What follows belongs to an exercise in optimizing a design on an open flow for a short achievable clock period and few clock cycles; a production flow would make more cautious choices.
In this exercise RTL edits were held to simulation tests only and were not proved equivalent to the original.
Power figures rest on the tool's default switching activity, not on a simulated workload.

## flow/design.v

```verilog
`default_nettype none
`default_nettype wire
`default_nettype none
package mips_pkg;
	typedef enum logic [5:0] {
		OP_SPECIAL = 6'h00,
		OP_BEQ     = 6'h04,
		OP_BNE     = 6'h05,
		OP_ADDIU   = 6'h09,
		OP_ORI     = 6'h0d,
		OP_LUI     = 6'h0f,
		OP_LW      = 6'h23,
		OP_SW      = 6'h2b
	} opcode_t;
	typedef enum logic [5:0] {
		FN_SLL  = 6'h00,
		FN_SRL  = 6'h02,
		FN_ADDU = 6'h21,
		FN_SUBU = 6'h23,
		FN_AND  = 6'h24,
		FN_OR   = 6'h25,
		FN_SLT  = 6'h2a
	} funct_t;
	typedef enum logic [2:0] {
		ALU_ADD,
		ALU_SUB,
		ALU_AND,
		ALU_OR,
		ALU_SLT,
		ALU_SLL,
		ALU_SRL,
		ALU_PASS_B
	} alu_op_t;
	typedef enum logic [1:0] {
		IMM_SIGN,
		IMM_ZERO,
		IMM_UPPER
	} imm_kind_t;
	typedef enum logic [1:0] {
		FWD_REG,
		FWD_FROM_M,
		FWD_FROM_W
	} fwd_sel_t;
endpackage
`default_nettype wire
`timescale 1ns/100ps
 `default_nettype none
`default_nettype wire
`default_nettype none
module mips_decoder (
	input  wire [32-1:0]    instr,
	output mips_pkg::alu_op_t       alu_op,
	output mips_pkg::imm_kind_t     imm_kind,
	output logic                    alu_src_imm,
	output logic                    shift_by_shamt,
	output logic                    reg_write,
	output logic [5-1:0] dest,
	output logic                    mem_read,
	output logic                    mem_write,
	output logic                    branch_eq,
	output logic                    branch_ne,
	output logic                    uses_rs,
	output logic                    uses_rt
);
	mips_pkg::opcode_t       opcode;
	mips_pkg::funct_t        funct;
	logic [5-1:0] rt;
	logic [5-1:0] rd;
	logic                    writes;
	assign opcode = mips_pkg::opcode_t'(instr[31:26]);
	assign funct  = mips_pkg::funct_t'(instr[5:0]);
	assign rt     = instr[20:16];
	assign rd     = instr[15:11];
	always_comb begin
		alu_op         = mips_pkg::ALU_ADD;
		imm_kind       = mips_pkg::IMM_SIGN;
		alu_src_imm    = 1'b0;
		shift_by_shamt = 1'b0;
		writes         = 1'b0;
		dest           = rt;
		mem_read       = 1'b0;
		mem_write      = 1'b0;
		branch_eq      = 1'b0;
		branch_ne      = 1'b0;
		uses_rs        = 1'b0;
		uses_rt        = 1'b0;
		case (opcode)
			mips_pkg::OP_SPECIAL: begin
				dest    = rd;
				writes  = 1'b1;
				uses_rs = 1'b1;
				uses_rt = 1'b1;
				case (funct)
					mips_pkg::FN_ADDU: alu_op = mips_pkg::ALU_ADD;
					mips_pkg::FN_SUBU: alu_op = mips_pkg::ALU_SUB;
					mips_pkg::FN_AND:  alu_op = mips_pkg::ALU_AND;
					mips_pkg::FN_OR:   alu_op = mips_pkg::ALU_OR;
					mips_pkg::FN_SLT:  alu_op = mips_pkg::ALU_SLT;
					mips_pkg::FN_SLL,
					mips_pkg::FN_SRL: begin
						alu_op         = (funct == mips_pkg::FN_SLL) ?
						                 mips_pkg::ALU_SLL : mips_pkg::ALU_SRL;
						shift_by_shamt = 1'b1;
						uses_rs        = 1'b0;
					end
					default: begin
						writes  = 1'b0;
						uses_rs = 1'b0;
						uses_rt = 1'b0;
					end
				endcase
			end
			mips_pkg::OP_ADDIU: begin
				alu_src_imm = 1'b1;
				writes      = 1'b1;
				uses_rs     = 1'b1;
			end
			mips_pkg::OP_ORI: begin
				alu_op      = mips_pkg::ALU_OR;
				imm_kind    = mips_pkg::IMM_ZERO;
				alu_src_imm = 1'b1;
				writes      = 1'b1;
				uses_rs     = 1'b1;
			end
			mips_pkg::OP_LUI: begin
				alu_op      = mips_pkg::ALU_PASS_B;
				imm_kind    = mips_pkg::IMM_UPPER;
				alu_src_imm = 1'b1;
				writes      = 1'b1;
			end
			mips_pkg::OP_LW: begin
				alu_src_imm = 1'b1;
				writes      = 1'b1;
				mem_read    = 1'b1;
				uses_rs     = 1'b1;
			end
			mips_pkg::OP_SW: begin
				alu_src_imm = 1'b1;
				mem_write   = 1'b1;
				uses_rs     = 1'b1;
				uses_rt     = 1'b1;
			end
			mips_pkg::OP_BEQ,
			mips_pkg::OP_BNE: begin
				branch_eq = (opcode == mips_pkg::OP_BEQ);
				branch_ne = (opcode == mips_pkg::OP_BNE);
				uses_rs   = 1'b1;
				uses_rt   = 1'b1;
			end
			default: ;
		endcase
	end
	assign reg_write = writes && (dest != '0);
endmodule
`default_nettype wire
`timescale 1ns/100ps
 `default_nettype none
`default_nettype wire
`default_nettype none
module mips_regfile (
	input  wire                     clk,
	input  wire                     rst_n,
	input  wire                     we,
	input  wire [5-1:0]  waddr,
	input  wire [32-1:0]    wdata,
	input  wire [5-1:0]  raddr_a,
	input  wire [5-1:0]  raddr_b,
	output logic [32-1:0]   rdata_a,
	output logic [32-1:0]   rdata_b
);
	logic [32-1:0] regs [32];
	always_ff @(posedge clk or negedge rst_n) begin
		if (!rst_n) begin
			for (int i = 0; i < 32; i++) begin
				regs[i] <= '0;
			end
		end else if (we && waddr != '0) begin
			regs[waddr] <= wdata;
		end
	end
	assign rdata_a = (raddr_a == '0) ? '0 :
	                 (we && waddr == raddr_a) ? wdata : regs[raddr_a];
	assign rdata_b = (raddr_b == '0) ? '0 :
	                 (we && waddr == raddr_b) ? wdata : regs[raddr_b];
endmodule
`default_nettype wire
`timescale 1ns/100ps
 `default_nettype none
`default_nettype wire
`default_nettype none
module mips_alu (
	input  wire mips_pkg::alu_op_t  op,
	input  wire [32-1:0]    a,
	input  wire [32-1:0]    b,
	input  wire [4:0]               shamt,
	output logic [32-1:0]   result
);
	logic less;
	assign less = $signed(a) < $signed(b);
	always_comb begin
		case (op)
			mips_pkg::ALU_ADD:
				result = a + b;
			mips_pkg::ALU_SUB:
				result = a - b;
			mips_pkg::ALU_AND:
				result = a & b;
			mips_pkg::ALU_OR:
				result = a | b;
			mips_pkg::ALU_SLT:
				result = {{(32-1){1'b0}}, less};
			mips_pkg::ALU_SLL:
				result = b << shamt;
			mips_pkg::ALU_SRL:
				result = b >> shamt;
			default:
				result = b;
		endcase
	end
endmodule
`default_nettype wire
`timescale 1ns/100ps
 `default_nettype none
`default_nettype wire
`default_nettype none
module mips_hazard_unit (
	input  wire [5-1:0]  rs_d,
	input  wire [5-1:0]  rt_d,
	input  wire                     uses_rs_d,
	input  wire                     uses_rt_d,
	input  wire                     branch_d,
	input  wire [5-1:0]  rs_e,
	input  wire [5-1:0]  rt_e,
	input  wire [5-1:0]  dest_e,
	input  wire                     reg_write_e,
	input  wire                     mem_read_e,
	input  wire [5-1:0]  dest_m,
	input  wire                     reg_write_m,
	input  wire                     mem_read_m,
	input  wire [5-1:0]  dest_w,
	input  wire                     reg_write_w,
	output mips_pkg::fwd_sel_t      fwd_a_e,
	output mips_pkg::fwd_sel_t      fwd_b_e,
	output mips_pkg::fwd_sel_t      fwd_a_d,
	output mips_pkg::fwd_sel_t      fwd_b_d,
	output logic                    stall
);
	logic load_use;
	logic branch_wait;
	function automatic logic [1:0] pick_e(input logic [5-1:0] src);
		if (reg_write_m && dest_m == src)
			pick_e = mips_pkg::FWD_FROM_M;
		else if (reg_write_w && dest_w == src)
			pick_e = mips_pkg::FWD_FROM_W;
		else
			pick_e = mips_pkg::FWD_REG;
	endfunction
	function automatic logic [1:0] pick_d(input logic [5-1:0] src);
		if (reg_write_m && !mem_read_m && dest_m == src)
			pick_d = mips_pkg::FWD_FROM_M;
		else
			pick_d = mips_pkg::FWD_REG;
	endfunction
	function automatic logic reads_reg(input logic [5-1:0] dest);
		reads_reg = (uses_rs_d && rs_d == dest) || (uses_rt_d && rt_d == dest);
	endfunction
	always_comb begin
		fwd_a_e = mips_pkg::fwd_sel_t'(pick_e(rs_e));
		fwd_b_e = mips_pkg::fwd_sel_t'(pick_e(rt_e));
		fwd_a_d = mips_pkg::fwd_sel_t'(pick_d(rs_d));
		fwd_b_d = mips_pkg::fwd_sel_t'(pick_d(rt_d));
	end
	always_comb begin
		load_use    = mem_read_e && reg_write_e && reads_reg(dest_e);
		branch_wait = branch_d &&
		              ((reg_write_e && reads_reg(dest_e)) ||
		               (mem_read_m && reg_write_m && reads_reg(dest_m)));
		stall       = load_use || branch_wait;
	end
endmodule
`default_nettype wire
`timescale 1ns/100ps
 `default_nettype none
`default_nettype wire
`default_nettype none
module mips_core (
	input  wire                    clk,
	input  wire                    rst_n,
	input  wire [32-1:0]   imem_data,
	input  wire [32-1:0]   dmem_rdata,
	output logic [32-1:0]  imem_addr,
	output logic [32-1:0]  dmem_addr,
	output logic [32-1:0]  dmem_wdata,
	output logic                   dmem_we
);
	logic [32-1:0]   pc;
	logic [32-1:0]   pc_plus4;
	logic [32-1:0]   pc_next;
	logic [32-1:0]   instr_d;
	logic [32-1:0]   pc_plus4_d;
	logic [5-1:0] rs_d;
	logic [5-1:0] rt_d;
	logic [15:0]             imm16_d;
	logic [32-1:0]   imm_ext_d;
	logic [32-1:0]   branch_target_d;
	logic [32-1:0]   rdata_a_d;
	logic [32-1:0]   rdata_b_d;
	logic [32-1:0]   cmp_a_d;
	logic [32-1:0]   cmp_b_d;
	logic                    branch_d;
	logic                    branch_taken_d;
	mips_pkg::alu_op_t       alu_op_d;
	mips_pkg::imm_kind_t     imm_kind_d;
	logic                    alu_src_imm_d;
	logic                    shift_by_shamt_d;
	logic                    reg_write_d;
	logic [5-1:0] dest_d;
	logic                    mem_read_d;
	logic                    mem_write_d;
	logic                    branch_eq_d;
	logic                    branch_ne_d;
	logic                    uses_rs_d;
	logic                    uses_rt_d;
	logic [32-1:0]   instr_e;
	logic [32-1:0]   rdata_a_e;
	logic [32-1:0]   rdata_b_e;
	logic [32-1:0]   imm_e;
	mips_pkg::alu_op_t       alu_op_e;
	logic                    alu_src_imm_e;
	logic                    shift_by_shamt_e;
	logic                    reg_write_e;
	logic [5-1:0] dest_e;
	logic                    mem_read_e;
	logic                    mem_write_e;
	logic [5-1:0] rs_e;
	logic [5-1:0] rt_e;
	logic [32-1:0]   src_a_e;
	logic [32-1:0]   src_b_e;
	logic [32-1:0]   alu_b_e;
	logic [4:0]              alu_shamt_e;
	logic [32-1:0]   alu_result_e;
	logic [32-1:0]   alu_out_m;
	logic [32-1:0]   store_data_m;
	logic                    reg_write_m;
	logic [5-1:0] dest_m;
	logic                    mem_read_m;
	logic                    mem_write_m;
	logic [32-1:0]   alu_out_w;
	logic [32-1:0]   load_data_w;
	logic                    reg_write_w;
	logic [5-1:0] dest_w;
	logic                    mem_read_w;
	logic [32-1:0]   wb_data_w;
	mips_pkg::fwd_sel_t      fwd_a_e;
	mips_pkg::fwd_sel_t      fwd_b_e;
	mips_pkg::fwd_sel_t      fwd_a_d;
	mips_pkg::fwd_sel_t      fwd_b_d;
	logic                    stall;
	function automatic logic [32-1:0] fwd_pick(
		input mips_pkg::fwd_sel_t    sel,
		input logic [32-1:0] reg_val,
		input logic [32-1:0] from_m,
		input logic [32-1:0] from_w
	);
		case (sel)
			mips_pkg::FWD_FROM_M: fwd_pick = from_m;
			mips_pkg::FWD_FROM_W: fwd_pick = from_w;
			default:              fwd_pick = reg_val;
		endcase
	endfunction
	assign pc_plus4  = pc + 4;
	assign pc_next   = branch_taken_d ? branch_target_d : pc_plus4;
	assign imem_addr = pc;
	always_ff @(posedge clk or negedge rst_n) begin
		if (!rst_n) begin
			pc      <= 32'h0000_0000;
			instr_d <= 32'h0000_0000;
		end else if (!stall) begin
			pc      <= pc_next;
			instr_d <= imem_data;
		end
	end
	always_ff @(posedge clk) begin
		if (!stall) begin
			pc_plus4_d <= pc_plus4;
		end
	end
	assign rs_d    = instr_d[25:21];
	assign rt_d    = instr_d[20:16];
	assign imm16_d = instr_d[15:0];
	mips_decoder u_decoder (
		.instr          (instr_d),
		.alu_op         (alu_op_d),
		.imm_kind       (imm_kind_d),
		.alu_src_imm    (alu_src_imm_d),
		.shift_by_shamt (shift_by_shamt_d),
		.reg_write      (reg_write_d),
		.dest           (dest_d),
		.mem_read       (mem_read_d),
		.mem_write      (mem_write_d),
		.branch_eq      (branch_eq_d),
		.branch_ne      (branch_ne_d),
		.uses_rs        (uses_rs_d),
		.uses_rt        (uses_rt_d)
	);
	mips_regfile u_regfile (
		.clk     (clk),
		.rst_n   (rst_n),
		.we      (reg_write_w),
		.waddr   (dest_w),
		.wdata   (wb_data_w),
		.raddr_a (rs_d),
		.raddr_b (rt_d),
		.rdata_a (rdata_a_d),
		.rdata_b (rdata_b_d)
	);
	always_comb begin
		case (imm_kind_d)
			mips_pkg::IMM_ZERO:
				imm_ext_d = {{(32-16){1'b0}}, imm16_d};
			mips_pkg::IMM_UPPER:
				imm_ext_d = {imm16_d, {(32-16){1'b0}}};
			default:
				imm_ext_d = {{(32-16){imm16_d[15]}}, imm16_d};
		endcase
	end
	assign branch_target_d = pc_plus4_d + {{(32-18){imm16_d[15]}}, imm16_d, 2'b00};
	assign cmp_a_d        = (fwd_a_d == mips_pkg::FWD_FROM_M) ? alu_out_m : rdata_a_d;
	assign cmp_b_d        = (fwd_b_d == mips_pkg::FWD_FROM_M) ? alu_out_m : rdata_b_d;
	assign branch_d       = branch_eq_d || branch_ne_d;
	assign branch_taken_d = (branch_eq_d && cmp_a_d == cmp_b_d) ||
	                        (branch_ne_d && cmp_a_d != cmp_b_d);
	always_ff @(posedge clk or negedge rst_n) begin
		if (!rst_n) begin
			instr_e          <= 32'h0000_0000;
			alu_op_e         <= mips_pkg::ALU_ADD;
			alu_src_imm_e    <= 1'b0;
			shift_by_shamt_e <= 1'b0;
			reg_write_e      <= 1'b0;
			dest_e           <= '0;
			mem_read_e       <= 1'b0;
			mem_write_e      <= 1'b0;
		end else begin
			instr_e          <= stall ? 32'h0000_0000 : instr_d;
			alu_op_e         <= stall ? mips_pkg::ALU_ADD : alu_op_d;
			alu_src_imm_e    <= alu_src_imm_d && !stall;
			shift_by_shamt_e <= shift_by_shamt_d && !stall;
			reg_write_e      <= reg_write_d && !stall;
			dest_e           <= stall ? '0 : dest_d;
			mem_read_e       <= mem_read_d && !stall;
			mem_write_e      <= mem_write_d && !stall;
		end
	end
	always_ff @(posedge clk) begin
		rdata_a_e <= rdata_a_d;
		rdata_b_e <= rdata_b_d;
		imm_e     <= imm_ext_d;
	end
	assign rs_e        = instr_e[25:21];
	assign rt_e        = instr_e[20:16];
	assign src_a_e     = fwd_pick(fwd_a_e, rdata_a_e, alu_out_m, wb_data_w);
	assign src_b_e     = fwd_pick(fwd_b_e, rdata_b_e, alu_out_m, wb_data_w);
	assign alu_b_e     = alu_src_imm_e ? imm_e : src_b_e;
	assign alu_shamt_e = shift_by_shamt_e ? instr_e[10:6] : 5'd0;
	mips_alu u_alu (
		.op     (alu_op_e),
		.a      (src_a_e),
		.b      (alu_b_e),
		.shamt  (alu_shamt_e),
		.result (alu_result_e)
	);
	always_ff @(posedge clk or negedge rst_n) begin
		if (!rst_n) begin
			reg_write_m <= 1'b0;
			dest_m      <= '0;
			mem_read_m  <= 1'b0;
			mem_write_m <= 1'b0;
			reg_write_w <= 1'b0;
			dest_w      <= '0;
			mem_read_w  <= 1'b0;
		end else begin
			reg_write_m <= reg_write_e;
			dest_m      <= dest_e;
			mem_read_m  <= mem_read_e;
			mem_write_m <= mem_write_e;
			reg_write_w <= reg_write_m;
			dest_w      <= dest_m;
			mem_read_w  <= mem_read_m;
		end
	end
	always_ff @(posedge clk) begin
		alu_out_m    <= alu_result_e;
		store_data_m <= src_b_e;
		alu_out_w    <= alu_out_m;
		load_data_w  <= dmem_rdata;
	end
	assign dmem_addr  = alu_out_m;
	assign dmem_wdata = store_data_m;
	assign dmem_we    = mem_write_m;
	assign wb_data_w  = mem_read_w ? load_data_w : alu_out_w;
	mips_hazard_unit u_hazard (
		.rs_d        (rs_d),
		.rt_d        (rt_d),
		.uses_rs_d   (uses_rs_d),
		.uses_rt_d   (uses_rt_d),
		.branch_d    (branch_d),
		.rs_e        (rs_e),
		.rt_e        (rt_e),
		.dest_e      (dest_e),
		.reg_write_e (reg_write_e),
		.mem_read_e  (mem_read_e),
		.dest_m      (dest_m),
		.reg_write_m (reg_write_m),
		.mem_read_m  (mem_read_m),
		.dest_w      (dest_w),
		.reg_write_w (reg_write_w),
		.fwd_a_e     (fwd_a_e),
		.fwd_b_e     (fwd_b_e),
		.fwd_a_d     (fwd_a_d),
		.fwd_b_d     (fwd_b_d),
		.stall       (stall)
	);
endmodule
`default_nettype wire
```

## flow/run.sh

```bash
#!/bin/bash
# synth_recipe.tcl (not shown) runs the flow's synth.tcl, then flattens the netlist and writes it again
# the make line also repeats each setting of config.mk as NAME=value (left out here)
make -C /OpenROAD-flow-scripts/flow DESIGN_CONFIG=/design/flow/config.mk WORK_HOME=/design/flow/orfs CLKGATE_MAP_FILE= SYNTH_SCRIPT=/design/flow/synth_recipe.tcl finish
```

## flow/config.mk

```make
export PLATFORM = sky130hd
export DESIGN_NAME = mips_core
export DESIGN_NICKNAME = mips_core
export VERILOG_FILES = /design/flow/design.v
export SDC_FILE = /design/flow/constraint.sdc
export NUM_CORES = 4
export LEC_CHECK = 0
export CAP_MARGIN = 20
export CELL_PAD_IN_SITES_DETAIL_PLACEMENT = 1
export CELL_PAD_IN_SITES_GLOBAL_PLACEMENT = 2
export CORE_MARGIN = 2
export CORE_UTILIZATION = 35
export SLEW_MARGIN = 20
```

## flow/constraint.sdc

```tcl
create_clock -name core_clock -period 8.0 [get_ports {clk}]
set_input_delay 1.6000 -clock core_clock [delete_from_list [all_inputs] [get_ports {clk}]]
set_output_delay 1.6000 -clock core_clock [all_outputs]
set_load 0.01 [all_outputs]
```

==> results.yml <==
grt:
  grt_overflow: 0
  antenna_found_initial: 42
  grt_pass1_wl_um: 626100
  grt_usage_pct: 41.56
  grt_pass1_vias: 73558
  grt_max_degree: 146
worst_setup_path:
  crit_path_top_delay_cell: "o41ai_1"
  cp.required_ps: 8650
  worstPathArrival_ps: 7830
  crit_family: "compound AO/OA/AOI/OAI gates"
  cp_common_cell: "a21oi_1"
  start_kind: "flop"
  critPathCaptureType: "flop"
  cp_num_buf_inv: 3
  crit_type: "reg -> reg"
  path_max_fanout: 11
  max_stage_delay_ps: 690
routing:
  vias: 75738
  ant_nets: 0
  wl_per_cell_um: 40.56
  first_iter_violations: 11134
  via_per_inst: 6.703
  dr.pass1.iters: 6
  wirelength_um: 458300
  post-route-drc-count: 0
run_status:
  status: "complete, no violations"
logic_synthesis:
  ys_types: 116
  synth-seq-area-share_pct: 44.75
  syn_nets: 8584
  syn_area_um2: 73620
  synth-async-reset-ratio_pct: 81.11
  yosysWarningCount: 6
  yosys_register_bits: 1355
  avgSynthCellArea_um2: 8.785
  synth_edf_count: 32
  synth_ff_type: "dfrtp_1"
  synth_cells: 8380
floorplan:
  die_h_um: 462.6
  core_area_um2: 209400
  rows: 168
  start_util_pct: 35.16
  dieArea_um2: 214000
  die_x_um: 462.6
  num_io_pins: 163
timing:
  hold_viol_final: 0
  worstMarginPinSlew_ps: 1315
  min_period_ps: 7183
  setup_viol: 0
  rsz0062_at_grt: "false"
  period_share_pct: 89.79
  slew_violations: 0
  max_freq_ghz: 0.1392
  fin_skew_ps: 56.54
  setup_tns_ps: 0
  slew_headroom_pct: 11.63
  whs_ps: 349.3
cts:
  root_buffer: "clkbuf_16"
  cts_hold_buf: 0
  cts-resized-gates: 0
  cts_tree: "done"
  path_clk_slew_ps: 60
  cts_buffers: 164
  cts-htree-levels: 4
  cts-root-to-sink-buffers: 3
  clock_sinks: 1355
  post_cts_buffers: 0
  clock_latency_ps: 870
power_and_ir_drop:
  p_per_area_nw_per_um2: 242.0
  p_leak_nw: 37.34
  irDropWorstVdd_mv: 0.2428
cells_and_area:
  final_cell_mix: "dfrtp_1, a21oi_1, nor2_1, nand2_1, o21ai_0"
  drive_gt1_share_pct: 11.72
  nets: 8531
  final_common_cell: "dfrtp_1"
  area_growth_pct: 16.14
run:
  drv_cap: 0
place:
  place_congestion: 0.9600
  dp_hpwl_um: 311100
  io_buffer_count: 162
hold_path:
  hp-class: "reg -> reg"
power breakdown:
part / leakage, nW / internal [mW] / switching, mW
registers: 17.2 / 7.51 / 0.736
logic: 17.4 / 1.43 / 2.89
clock network: 2.81 / 4.74 / 3.39
total: 37.3 / 13.7 / 7.02
per-layer routing:
layer | up-vias | share of wire (%) | GRT usage, %
met2 | 4896 | 41 | 58.91
met5 | - | 0.019 | 0
met4 | 12 | 6.4 | 22.83
met1 | 39081 | 42 | 57.51
li1 | 30455 | - | -
met3 | 1294 | 10 | 10.52
cells in the mapped netlist (31+ instances only):
library cell	n	share of area, %
a21oi_1	852	5.8
nand4_1	151	1.3
a221oi_1	91	1.1
inv_1	173	0.88
a22oi_1	505	5.1
buf_2	124	0.84
buf_4	35	0.36
o21ai_0	680	4.6
clkbuf_1	534	2.7
a22o_1	69	0.82
dfrtp_1	1099	37
and3_1	363	3.1
nor3_1	66	0.45
a211oi_1	36	0.37
nand2b_1	34	0.29
a21o_1	54	0.55
xor2_1	55	0.65
mux2_2	40	0.61
ha_1	135	2.3
mux2i_1	125	1.7
o22ai_1	48	0.41
nor2_1	864	4.4
nand3_1	234	1.6
buf_1	31	0.16
nor4_1	62	0.53
and2_1	45	0.38
edfxtp_1	32	1.3
a32oi_1	34	0.40
a2111oi_0	101	1.2
dfxtp_1	224	6.1
nand2_1	808	4.1
o211ai_1	36	0.37
xnor2_1	98	1.2
stage by stage:
step	power (mW)	cells	area [um^2]	worst slack [ps]	util, %
2_1_floorplan	10.25	8380	73620	2304	-
3_3_place_gp	12.48	10958	79540	1061	37.99
3_5_place_dp	12.53	10964	79650	943.1	38.05
4_1_cts	20.64	11266	85360	899.4	40.77
5_1_grt	21.32	11270	85430	293.4	40.80
6_report	20.69	11299	85500	816.8	40.84
cells by family after synthesis:
family,after synthesis,synth area share (%)
compound gates,2793,24.42
xor+xnor,153,1.820
fa+ha+maj,138,2.376
buf+inv,931,5.421
flops,1355,44.75
mux,186,2.942
simple gates,2824,18.27
state kept, by name, summed over array words and instances (netlist names), 15 cells and up:
register,count
alu_out_m,32
alu_out_w,32
imm_e,32
instr_d,32
instr_e,15
load_data_w,32
pc,32
pc_plus4_d,32
rdata_a_e,32
rdata_b_e,32
store_data_m,32
u_regfile.regs,992
layout make-up:
cell class | count | area (um^2)
antenna | 31 | 77.57
clock buffer | 239 | 4800
clock inverter | 63 | 910.9
fill | 23798 | 123900
inverter | 179 | 671.9
multi-input combinational | 6094 | 37880
sequential | 1355 | 32960
tap | 2805 | 3510
timing repair buffer | 533 | 4688
final timing paths:
kind,startpoint,endpoint,slack [ps],cells past startpoint
worst max-delay path,dest_w[2]$_DFF_PN0_,alu_out_m[30]$_DFF_P_,820,26
worst min-delay path,mem_write_e$_DFF_PN0_,mem_write_m$_DFF_PN0_,350,0
worst max register to register,dest_w[2]$_DFF_PN0_,alu_out_m[30]$_DFF_P_,820,26
worst min register to register,mem_write_e$_DFF_PN0_,mem_write_m$_DFF_PN0_,350,0
max in group asynchronous,rst_n,u_regfile.regs[11][26]$_DFFE_PN0P_,5460,3
min in group asynchronous,rst_n,u_regfile.regs[12][20]$_DFFE_PN0P_,750,1
Testbench counts, summed over its fixed seeds: cycles 85,529.

afterwards: timing with drivers on the ports:
Ports are ideal in the flow. The routed layout listed here was re-timed in OpenROAD. Step 1 sets driving cells, clkbuf_16 on the clock port and buf_2 on the other inputs (assumed; they add their load-dependent delay and slew). Step 2 times the ports against the registers' clock, not the clock port: input delays grow and output delays shrink by t, the midpoint of the rising clock arrivals with the driver on. Three values: ideal ports, drivers, drivers and shift; two values: the first two.
t (ns): 0.943
slack for setup (ns): 0.817 / 0.817 / 0.817
pins driven straight from the clock port: 1
After both steps setup and hold are still met in this run. For this run, drivers alone change the setup slack by 0.000 ns; drivers and shift together by 0.000 ns.
